Background: an optimization exercise with open tools, aiming at small area. Do not read the settings as production practice. The RTL was checked by simulation tests, not by an equivalence proof against the original design. Power is estimated from default activity; no workload was simulated.

==> willow <==
==> flow/design.v <==
module exp_shifter_gen2 (
   input  logic        clk,
   input  logic        sync_reset,
   input  logic        s_axis_tvalid,
   input  logic [31:0] s_axis_tdata,
   input  logic [23:0] s_axis_tuser,
   input  logic        s_axis_tlast,
   output logic        s_axis_tready,
   input  logic [3:0]  avg_shift,
   input  logic        bypass,
   input  logic        sat_clear,
   output logic        sat_flag,
   output logic        eob_tag,
   output logic        m_axis_tvalid,
   output logic [31:0] m_axis_tdata,
   output logic [23:0] m_axis_tuser,
   output logic        m_axis_tlast,
   input  logic        m_axis_tready
);
   localparam int DEPTH  = 48;
   localparam int BEAT_W = 57;
   logic [DEPTH-1:0][BEAT_W-1:0] q_mem;
   logic [5:0]  held_q;         
   logic [2:0]  fly_q;          
   logic [12:0] avg_q;
   logic        first_q;
   logic [3:0]  amt_q;          
   logic [1:0]  sat_q;
   logic        vld_q;
   logic        full_q, full_h_q;   
   logic        sat_flag_q;
   logic        take, rd, out_vld, blk_start;
   logic [5:0]  held_d;
   logic [2:0]  fly_d;
   logic [1:0]  n_fly_d;
   logic [4:0]  e, afl;
   logic [6:0]  t;
   logic [3:0]  amt_new, amt;
   logic [3:0]  ash;
   logic signed [14:0] diff, delta;
   logic [12:0] avg_new;
   logic [1:0]  lsat;
   logic [31:0] sdata;
   logic [BEAT_W-1:0] head;
   assign s_axis_tready = ~full_q;
   assign take      = s_axis_tvalid & s_axis_tready;
   assign out_vld   = vld_q;
   assign rd        = out_vld & m_axis_tready;
   assign held_d    = held_q + 6'(take) - 6'(rd);
   assign fly_d     = {fly_q[1:0], take};
   assign n_fly_d   = {1'b0, fly_d[0]} + {1'b0, fly_d[1]} + {1'b0, fly_d[2]};
   assign blk_start = (s_axis_tuser[10:0] == 11'd0);
   assign e         = s_axis_tuser[20:16];
   assign afl       = avg_q[12:8];
   always_comb begin
      t = 7'd9 + {2'b0, afl} - {2'b0, e};
      if (t[6])              amt_new = 4'd0;
      else if (t > 7'd14)    amt_new = 4'd14;
      else                   amt_new = t[3:0];
      if (first_q)           amt_new = 4'd9;
      if (bypass)            amt_new = 4'd7;
      amt = blk_start ? amt_new : amt_q;
   end
   always_comb begin
      ash     = (avg_shift > 4'd8) ? 4'd8 : avg_shift;
      diff    = $signed({2'b00, e, 8'h00}) - $signed({2'b00, avg_q});
      delta   = diff >>> ash;
      avg_new = first_q ? {e, 8'h00} : 13'(avg_q + delta);
   end
   for (genvar g = 0; g < 2; g++) begin : g_lane
      logic signed [23:0] w;
      logic [16:0]        r;
      assign w = $signed({s_axis_tdata[16*g +: 16], 8'h00}) >>> amt;
      assign r = w[16:0] + {16'b0, amt[3]};
      assign lsat[g] = ~((&w[23:16]) | ~(|w[23:16]));
      assign sdata[16*g +: 16] = lsat[g] ? {w[23], {15{~w[23]}}} : r[16:1];
   end
   logic [DEPTH-1:0] rsel;
   logic [15:0][BEAT_W-1:0] g3;
   logic [3:0][BEAT_W-1:0]  g12;
   always_comb begin
      for (int i = 0; i < DEPTH; i++) rsel[i] = out_vld & (held_q == 6'(i + 1));
      for (int g = 0; g < 16; g++)
         g3[g] = ({BEAT_W{rsel[3*g]}} & q_mem[3*g]) | ({BEAT_W{rsel[3*g+1]}} & q_mem[3*g+1])
               | ({BEAT_W{rsel[3*g+2]}} & q_mem[3*g+2]);
      for (int g = 0; g < 4; g++) g12[g] = g3[4*g] | g3[4*g+1] | g3[4*g+2] | g3[4*g+3];
      head = g12[0] | g12[1] | g12[2] | g12[3];
   end
   assign m_axis_tvalid = out_vld;
   assign m_axis_tdata  = head[56:25];
   assign m_axis_tuser  = head[24:1];
   assign m_axis_tlast  = head[0];
   assign eob_tag       = head[24];
   assign sat_flag      = sat_flag_q;
   logic hold;
   logic [DEPTH-1:0][BEAT_W-1:0] q_shift;
   assign hold    = ~s_axis_tvalid | full_h_q;
   assign q_shift = {q_mem[DEPTH-2:0], {sdata, s_axis_tuser, s_axis_tlast}};
   always_ff @(posedge clk) begin
      q_mem <= ({(DEPTH*BEAT_W){take}} & q_shift) | ({(DEPTH*BEAT_W){hold}} & q_mem);
   end
   always_ff @(posedge clk or posedge sync_reset) begin
      if (sync_reset) begin
         held_q     <= '0;
         vld_q      <= 1'b0;
         full_q     <= 1'b0;
         full_h_q   <= 1'b0;
         fly_q      <= '0;
         avg_q      <= '0;
         first_q    <= 1'b1;
         amt_q      <= 4'd7;
         sat_q      <= '0;
         sat_flag_q <= 1'b0;
      end else begin
         held_q     <= held_d;
         full_q     <= (held_d == 6'd48);
         full_h_q   <= held_d[5] & held_d[4];
         vld_q      <= (held_d != {4'b0, n_fly_d});
         fly_q      <= fly_d;
         sat_q      <= {sat_q[0], take & (|lsat)};
         sat_flag_q <= (sat_flag_q & ~sat_clear) | sat_q[1];
         if (take & blk_start) begin
            avg_q   <= avg_new;
            first_q <= 1'b0;
            amt_q   <= amt_new;
         end
      end
   end
endmodule
==> flow/flow/run.sh <==
#!/bin/bash
# Layout flow: the standard flow (standard.sh), with two changes:
#  - synthesis is the standard flow's own script, except that ABC maps the logic with an
#    area-oriented script (flow/area.abc) instead of ORFS's speed script; the
#    flip-flops, their cells and names are untouched (ABC only maps logic);
#  - port buffers use the smallest buffer, and CTS settings come from CTS_ARGS.
set -euo pipefail
W=$(pwd)
F=$W/flow
{
cat <<EOT
proc abc {args} {
  set i [lsearch -exact \$args -script]
  if {\$i >= 0} { set args [lreplace \$args [expr {\$i+1}] [expr {\$i+1}] $F/area.abc] }
  yosys abc {*}\$args
}
EOT
cat "$W/synth_recipe.tcl"
} > "$W/area_synth.tcl"
sed "s|$W/synth_recipe.tcl|$W/area_synth.tcl|g" "$W/standard.sh" > "$W/area_standard.sh"
grep -q "area_synth.tcl" "$W/area_standard.sh"
if [[ -f "$F/env.sh" ]]; then source "$F/env.sh"; fi
bash "$W/area_standard.sh" > "$W/flow.log" 2>&1
==> flow/flow/area.abc <==
&get -n
&st
&synch2
&nf -a
&put
==> flow/flow/env.sh <==
export BUFFER_PORTS_ARGS="-buffer_cell sky130_fd_sc_hd__buf_1"
export CTS_ARGS="-sink_clustering_enable -repair_clock_nets -sink_clustering_size 24 -sink_clustering_max_diameter 80 -dont_use_dummy_load"
==> flow/standard.sh <==
#!/bin/bash
# synth_recipe.tcl (not shown) runs the flow's synth.tcl, then flattens the netlist and writes it again
# the make line also repeats each setting of config.mk as NAME=value (left out here)
make -C /OpenROAD-flow-scripts/flow DESIGN_CONFIG=/design/flow/config.mk WORK_HOME=/design/flow/orfs CLKGATE_MAP_FILE= SYNTH_SCRIPT=/design/flow/synth_recipe.tcl "${@:-finish}"
==> flow/config.mk <==
export PLATFORM = sky130hd
export DESIGN_NAME = exp_shifter_gen2
export DESIGN_NICKNAME = exp_shifter_gen2
export VERILOG_FILES = /design/flow/design.v
export SDC_FILE = /design/flow/constraint.sdc
export NUM_CORES = 4
export LEC_CHECK = 0
export CAP_MARGIN = 20
export CORE_MARGIN = 2
export CORE_UTILIZATION = 60
export SLEW_MARGIN = 20
==> flow/constraint.sdc <==
create_clock -name core_clock -period 7.0 [get_ports {clk}]
set_input_delay 1.4000 -clock core_clock [delete_from_list [all_inputs] [get_ports {clk}]]
set_output_delay 1.4000 -clock core_clock [all_outputs]
set_load 0.01 [all_outputs]
==> yarrow: changes against willow <==
--- a/flow/design.v
+++ b/flow/design.v
@@ -77,13 +77,8 @@
    end
    logic [DEPTH-1:0] rsel;
-   logic [15:0][BEAT_W-1:0] g3;
-   logic [3:0][BEAT_W-1:0]  g12;
    always_comb begin
       for (int i = 0; i < DEPTH; i++) rsel[i] = out_vld & (held_q == 6'(i + 1));
-      for (int g = 0; g < 16; g++)
-         g3[g] = ({BEAT_W{rsel[3*g]}} & q_mem[3*g]) | ({BEAT_W{rsel[3*g+1]}} & q_mem[3*g+1])
-               | ({BEAT_W{rsel[3*g+2]}} & q_mem[3*g+2]);
-      for (int g = 0; g < 4; g++) g12[g] = g3[4*g] | g3[4*g+1] | g3[4*g+2] | g3[4*g+3];
-      head = g12[0] | g12[1] | g12[2] | g12[3];
+      head = '0;
+      for (int i = 0; i < DEPTH; i++) head = head | ({BEAT_W{rsel[i]}} & q_mem[i]);
    end
    assign m_axis_tvalid = out_vld;
==> flow/run.sh (new file) <==
#!/bin/bash
# synth_recipe.tcl (not shown) runs the flow's synth.tcl, then flattens the netlist and writes it again
# the make line also repeats each setting of config.mk as NAME=value (left out here)
make -C /OpenROAD-flow-scripts/flow DESIGN_CONFIG=/design/flow/config.mk WORK_HOME=/design/flow/orfs CLKGATE_MAP_FILE= SYNTH_SCRIPT=/design/flow/synth_recipe.tcl finish
CAP_MARGIN = 0   (was 20)
CTS_CLUSTER_DIAMETER = 80   (was not set)
CTS_CLUSTER_SIZE = 24   (was not set)
SLEW_MARGIN = 0   (was 20)
removed: flow/flow/run.sh
removed: flow/flow/area.abc
removed: flow/flow/env.sh
removed: flow/standard.sh
==> maple: changes against willow <==
--- a/flow/design.v
+++ b/flow/design.v
@@ -27,11 +27,7 @@
    logic [3:0]  amt_q;          
    logic [1:0]  sat_q;
-   logic        vld_q;
-   logic        full_q, full_h_q;   
    logic        sat_flag_q;
    logic        take, rd, out_vld, blk_start;
-   logic [5:0]  held_d;
-   logic [2:0]  fly_d;
-   logic [1:0]  n_fly_d;
+   logic [1:0]  n_fly;
    logic [4:0]  e, afl;
    logic [6:0]  t;
@@ -43,11 +39,9 @@
    logic [31:0] sdata;
    logic [BEAT_W-1:0] head;
-   assign s_axis_tready = ~full_q;
+   assign s_axis_tready = (held_q < 6'd48);
    assign take      = s_axis_tvalid & s_axis_tready;
-   assign out_vld   = vld_q;
+   assign n_fly     = {1'b0, fly_q[0]} + {1'b0, fly_q[1]} + {1'b0, fly_q[2]};
+   assign out_vld   = (held_q > {4'b0, n_fly});
    assign rd        = out_vld & m_axis_tready;
-   assign held_d    = held_q + 6'(take) - 6'(rd);
-   assign fly_d     = {fly_q[1:0], take};
-   assign n_fly_d   = {1'b0, fly_d[0]} + {1'b0, fly_d[1]} + {1'b0, fly_d[2]};
    assign blk_start = (s_axis_tuser[10:0] == 11'd0);
    assign e         = s_axis_tuser[20:16];
@@ -77,13 +71,8 @@
    end
    logic [DEPTH-1:0] rsel;
-   logic [15:0][BEAT_W-1:0] g3;
-   logic [3:0][BEAT_W-1:0]  g12;
    always_comb begin
       for (int i = 0; i < DEPTH; i++) rsel[i] = out_vld & (held_q == 6'(i + 1));
-      for (int g = 0; g < 16; g++)
-         g3[g] = ({BEAT_W{rsel[3*g]}} & q_mem[3*g]) | ({BEAT_W{rsel[3*g+1]}} & q_mem[3*g+1])
-               | ({BEAT_W{rsel[3*g+2]}} & q_mem[3*g+2]);
-      for (int g = 0; g < 4; g++) g12[g] = g3[4*g] | g3[4*g+1] | g3[4*g+2] | g3[4*g+3];
-      head = g12[0] | g12[1] | g12[2] | g12[3];
+      head = '0;
+      for (int i = 0; i < DEPTH; i++) head = head | ({BEAT_W{rsel[i]}} & q_mem[i]);
    end
    assign m_axis_tvalid = out_vld;
@@ -93,17 +82,10 @@
    assign eob_tag       = head[24];
    assign sat_flag      = sat_flag_q;
-   logic hold;
-   logic [DEPTH-1:0][BEAT_W-1:0] q_shift;
-   assign hold    = ~s_axis_tvalid | full_h_q;
-   assign q_shift = {q_mem[DEPTH-2:0], {sdata, s_axis_tuser, s_axis_tlast}};
    always_ff @(posedge clk) begin
-      q_mem <= ({(DEPTH*BEAT_W){take}} & q_shift) | ({(DEPTH*BEAT_W){hold}} & q_mem);
+      if (take) q_mem <= {q_mem[DEPTH-2:0], {sdata, s_axis_tuser, s_axis_tlast}};
    end
    always_ff @(posedge clk or posedge sync_reset) begin
       if (sync_reset) begin
          held_q     <= '0;
-         vld_q      <= 1'b0;
-         full_q     <= 1'b0;
-         full_h_q   <= 1'b0;
          fly_q      <= '0;
          avg_q      <= '0;
@@ -113,9 +95,6 @@
          sat_flag_q <= 1'b0;
       end else begin
-         held_q     <= held_d;
-         full_q     <= (held_d == 6'd48);
-         full_h_q   <= held_d[5] & held_d[4];
-         vld_q      <= (held_d != {4'b0, n_fly_d});
-         fly_q      <= fly_d;
+         held_q     <= held_q + 6'(take) - 6'(rd);
+         fly_q      <= {fly_q[1:0], take};
          sat_q      <= {sat_q[0], take & (|lsat)};
          sat_flag_q <= (sat_flag_q & ~sat_clear) | sat_q[1];
==> flow/run.sh (new file) <==
#!/bin/bash
# synth_recipe.tcl (not shown) runs the flow's synth.tcl, then flattens the netlist and writes it again
# the make line also repeats each setting of config.mk as NAME=value (left out here)
make -C /OpenROAD-flow-scripts/flow DESIGN_CONFIG=/design/flow/config.mk WORK_HOME=/design/flow/orfs CLKGATE_MAP_FILE= SYNTH_SCRIPT=/design/flow/synth_recipe.tcl finish
CORE_UTILIZATION = 40   (was 60)
removed: flow/flow/run.sh
removed: flow/flow/area.abc
removed: flow/flow/env.sh
removed: flow/standard.sh
==> summary of the runs <==
Of yarrow and willow, yarrow has the higher area after synthesis (gap about 7%, measured against willow).
Between willow and maple, the lower fmax is in maple (gap 7.0%, measured against maple).
Count of clock-buffer cells in the layout, lowest first: willow, yarrow, maple.
Against maple, the setup slack of yarrow is higher by 53 ps.
Clock power, highest first: maple, yarrow, willow.
The lowest final cell count belongs to maple, the highest to yarrow.
maple ran to the end with no violations. willow completed without violations. yarrow went through all stages and came out clean.
Routed wire length, highest first: yarrow, maple, willow.
The highest total power belongs to maple, the lowest to willow.
The highest sequential power belongs to maple, the lowest to willow.
Critical path depth, highest first: maple, willow, yarrow.
==> figures <==
Run status: willow complete, no violations; yarrow complete, no violations; maple complete, no violations
Data arrival time of the critical path: willow 4990 ps; yarrow 5380 ps; maple 5440 ps
Fin Clk Skew: willow 92.1 ps; yarrow 54.0 ps; maple 50.5 ps
FF-to-FF End: willow q_mem[54]$_DFF_P_; yarrow q_mem[40]$_DFF_P_; maple avg_q[12]$_DFFE_PP0P_
Buffer share of cell area: willow 2.39%; yarrow 3.85%; maple 3.61%
Ratio of layout area to synthesized area: willow 1.094x; yarrow 1.075x; maple 1.162x
Tap cells: willow 2072; yarrow 2218; maple 3384
Commonest non-fill, non-tap cell in the layout: willow sky130_fd_sc_hd__dfxtp_1; yarrow sky130_fd_sc_hd__a22o_1; maple sky130_fd_sc_hd__edfxtp_1
Power density relative to cell area: willow 438 nW/um^2; yarrow 438 nW/um^2; maple 421 nW/um^2
Crit path setup slack, layout: willow 607 ps; yarrow 215 ps; maple 162 ps
Starting DRC count in detailed routing: willow 15000; yarrow 14400; maple 10800
Routed wl met2: willow 124000 microns; yarrow 158000 microns; maple 143000 microns
Post-synth top flop: willow sky130_fd_sc_hd__dfxtp_1; yarrow sky130_fd_sc_hd__dfxtp_1; maple sky130_fd_sc_hd__edfxtp_1
Die H: willow 404 microns; yarrow 417 microns; maple 512 microns
XOR/XNOR share of the synthesized area: willow 0.402%; yarrow 0.385%; maple 0.263%
Fraction of the mapped netlist area in simple logic gates: willow 3.93%; yarrow 3.56%; maple 3.96%
Switching power total: willow 15.8 mW; yarrow 17.0 mW; maple 15.0 mW
Via count: willow 77700; yarrow 85100; maple 62900
Terminating pin of the worst hold path: willow fly_q[1]$_DFF_PP0_; yarrow fly_q[1]$_DFF_PP0_; maple sat_q[1]$_DFF_PP0_
Sequential cell fraction of total power: willow 55.7%; yarrow 54.7%; maple 53.6%
Clock edge transition at the registers on the reported setup and hold paths: willow 90 ps; yarrow 80 ps; maple 80 ps
Most Frequent Cell on Critical Path: willow sky130_fd_sc_hd__buf_4; yarrow sky130_fd_sc_hd__buf_4; maple -

-- separate check: timing with driven ports --
The flow's constraints put no driver on any port. The routed layouts listed below were extracted and timed again, unchanged, in two steps.
Step 1: set_driving_cell puts a clkbuf_16 on clk and a buf_2 on each other input, an assumption about the parent block.
Step 2 adds t to the input delays and takes it off the output delays; t is the mean of the earliest and latest rising clock arrival at the registers after step 1. Input paths then give back, and output paths get back, about the clock's delay inside the block.
Slacks: no drivers / after step 1 / after step 2; pairs: no drivers / after step 1.
run	t, ns	slack for setup (ns)	worst data-port slew with drivers (ns)	cell pins on the clock port's net
willow	0.831	0.607 / 0.523 / 0.411	0.08	1
yarrow	0.932	0.215 / 0.116 / -0.153	0.17	1
maple	1.020	0.162 / 0.061 / 0.056	0.11	1
Met with ideal ports but missed after step 2: setup timing in yarrow. The setup slack of yarrow, which loses most, moves by -0.099 ns with the drivers and by -0.368 ns with both steps.
